What follows belongs to an exercise in optimizing a design on an open flow for small area, a short achievable clock period and few clock cycles per item; a production flow would make more cautious choices.
Function was checked by simulation only, so behaviour that the tests miss may differ from the original.
Power is estimated from default activity; no workload was simulated.

Design scalar_alu_pipe, start of the top module:
module scalar_alu_pipe #(
   parameter int DATA_W     = 64,
   parameter int MUL_CYCLES = 4
) (
   input  logic              clock,
   input  logic              reset_n,
   input  logic              in_valid,
   output logic              in_ready,
   input  logic [salu_pkg::OP_W-1:0] in_op,
   input  logic              in_wide,
   input  logic [DATA_W-1:0] in_src0,
   input  logic [DATA_W-1:0] in_src1,
   input  logic [salu_pkg::SIMM_W-1:0] in_simm,
   input  logic [salu_pkg::SDST_W-1:0] in_sdst,
   input  logic              in_scc,
   output logic              out_valid,
   input  logic              out_ready,
   output logic [DATA_W-1:0] out_data,
   output logic [salu_pkg::SDST_W-1:0] out_sdst,
   output logic              out_wr,
   output logic              out_scc
);
For scale: roughly 4200 cells after synthesis, roughly 240 I/O pins.
export LEC_CHECK = 0
export CAP_MARGIN = 20
export CORE_MARGIN = 2
export CORE_UTILIZATION = 35
export SETUP_SLACK_MARGIN = 5
export SLEW_MARGIN = 20
create_clock -name core_clock -period 9.0 [get_ports {clock}]
run.sh (not shown) runs the stock make flow with config.mk's settings and CLKGATE_MAP_FILE= SYNTH_SCRIPT=/design/flow/synth_recipe.tcl, a recipe that flattens the netlist after the stock synthesis.
The starting point passed the timing, design-rule and antenna checks.
Testbench counts at the start, summed over its fixed seeds: cycles 12,024, items 12,000.
Change:
==> flow/flow/run.sh (new file) <==
#!/bin/bash
# The standard layout (the standard.sh, unchanged synthesis and steps), with
# the port buffers that placement inserts made sky130_fd_sc_hd__buf_1 instead
# of the default delay buffer; the resizer still sizes them as timing needs.
# make's full output goes to layout.log here; each ORFS step also keeps its own
# log under orfs/logs/.
set -euo pipefail
export BUFFER_PORTS_ARGS="-buffer_cell sky130_fd_sc_hd__buf_1"
bash standard.sh > layout.log 2>&1
==> flow/standard.sh (new file) <==
#!/bin/bash
# synth_recipe.tcl (not shown) runs the flow's synth.tcl, then flattens the netlist and writes it again
# the make line also repeats each setting of config.mk as NAME=value (left out here)
make -C /OpenROAD-flow-scripts/flow DESIGN_CONFIG=/design/flow/config.mk WORK_HOME=/design/flow/orfs CLKGATE_MAP_FILE= SYNTH_SCRIPT=/design/flow/synth_recipe.tcl "${@:-finish}"
removed: flow/run.sh
Result:
- wire length is lower by 5.1%
- non-clock buffer count fell by 55
- total power came out lower by 3.3%
- synthesized cell count does not change

---

## run a
Another version of the RTL of scalar_alu_pipe (not shown whole).
Size: about 4100 cells after synthesis, roughly 380 flip-flops, about 38000 µm² of cells after synthesis.
export LEC_CHECK = 0
export CAP_MARGIN = 20
export CORE_MARGIN = 2
export CORE_UTILIZATION = 35
export SLEW_MARGIN = 20
create_clock -name core_clock -period 9.0 [get_ports {clock}]
standard.sh (not shown) runs the stock make flow with config.mk's settings and CLKGATE_MAP_FILE= SYNTH_SCRIPT=/design/flow/synth_recipe.tcl, a recipe that flattens the netlist after the stock synthesis.
==> flow/flow/run.sh <==
#!/bin/bash
set -euo pipefail
export BUFFER_PORTS_ARGS="-buffer_cell sky130_fd_sc_hd__buf_1"
export SETUP_SLACK_MARGIN=5.15
bash standard.sh > layout.log 2>&1
Every stage of the flow completed for run a, and the final layout passed the timing, design-rule and antenna checks.
Testbench counts of run a, summed over its fixed seeds: cycles 12,024, items 12,000.
Edits applied to the flow inputs when going from run a to run b:
- SETUP_SLACK_MARGIN newly set to 5
--- a/flow/flow/run.sh
+++ b/flow/flow/run.sh
@@ -1,0 +2,5 @@
+# The standard layout (the standard.sh, unchanged synthesis and steps), with
+# the port buffers that placement inserts made sky130_fd_sc_hd__buf_1 instead
+# of the default delay buffer; the resizer still sizes them as timing needs.
+# make's full output goes to layout.log here; each ORFS step also keeps its own
+# log under orfs/logs/.
@@ -4 +8,0 @@
-export SETUP_SLACK_MARGIN=5.15
==> comparison <==
Reported net switching power: run b and run a compared, higher one is run a. Global routing usage on met1: run a vs run b, no meaningful difference. Changes observed in run b relative to run a: estimated wirelength of the detail-placed design fell by 600 µm, via count normalized by instance count fell by 0.37%, global-route wire length before repair stayed essentially flat, number of buffers added on ports stayed essentially flat, number of violations reported at the end of detailed-routing iteration 0 fell by 165. Of the two values seen for endpoint of the worst setup timing path, r2_x[7]$_DFFE_PP_ was produced by run b and r2_x[23]$_DFFE_PP_ by run a. Post-layout minimum cycle time (lower): run b.

==> re-timing with driven ports <==
No port has a modelled driver above. Below, the same layouts with a new extraction and two added sets of constraints.
Step 1 assumes that a clkbuf_16 drives the clock port and a buf_2 every other input.
Step 2 moves the port delays by t, midway between the first and last clock arrival at a register: inputs arrive t later, outputs are due t later. That takes back most of the time a late clock gives input paths.
Three values: no drivers, after step 1, after step 2; two values: the first two.
run | shift t [ns] | setup slack, ns | latest minus earliest clock arrival (ns) | worst data-port slew with drivers (ns) | cell pins on the clock port's net
the first run of note 1 | 0.708 | 4.908 / 4.908 / 4.595 | 0.049 / 0.049 | 0.06 | 1
the second run of note 1 | 0.698 | 4.884 / 4.884 / 4.581 | 0.047 / 0.047 | 0.06 | 1
run a | 0.719 | 4.795 / 4.795 / 4.623 | 0.052 / 0.052 | 0.09 | 1
run b | 0.726 | 4.890 / 4.890 / 4.432 | 0.043 / 0.043 | 0.09 | 1
After both steps setup and hold are still met in every run listed. The setup slack of run b, which loses most, moves by 0.000 ns with the drivers and by -0.458 ns with both steps.
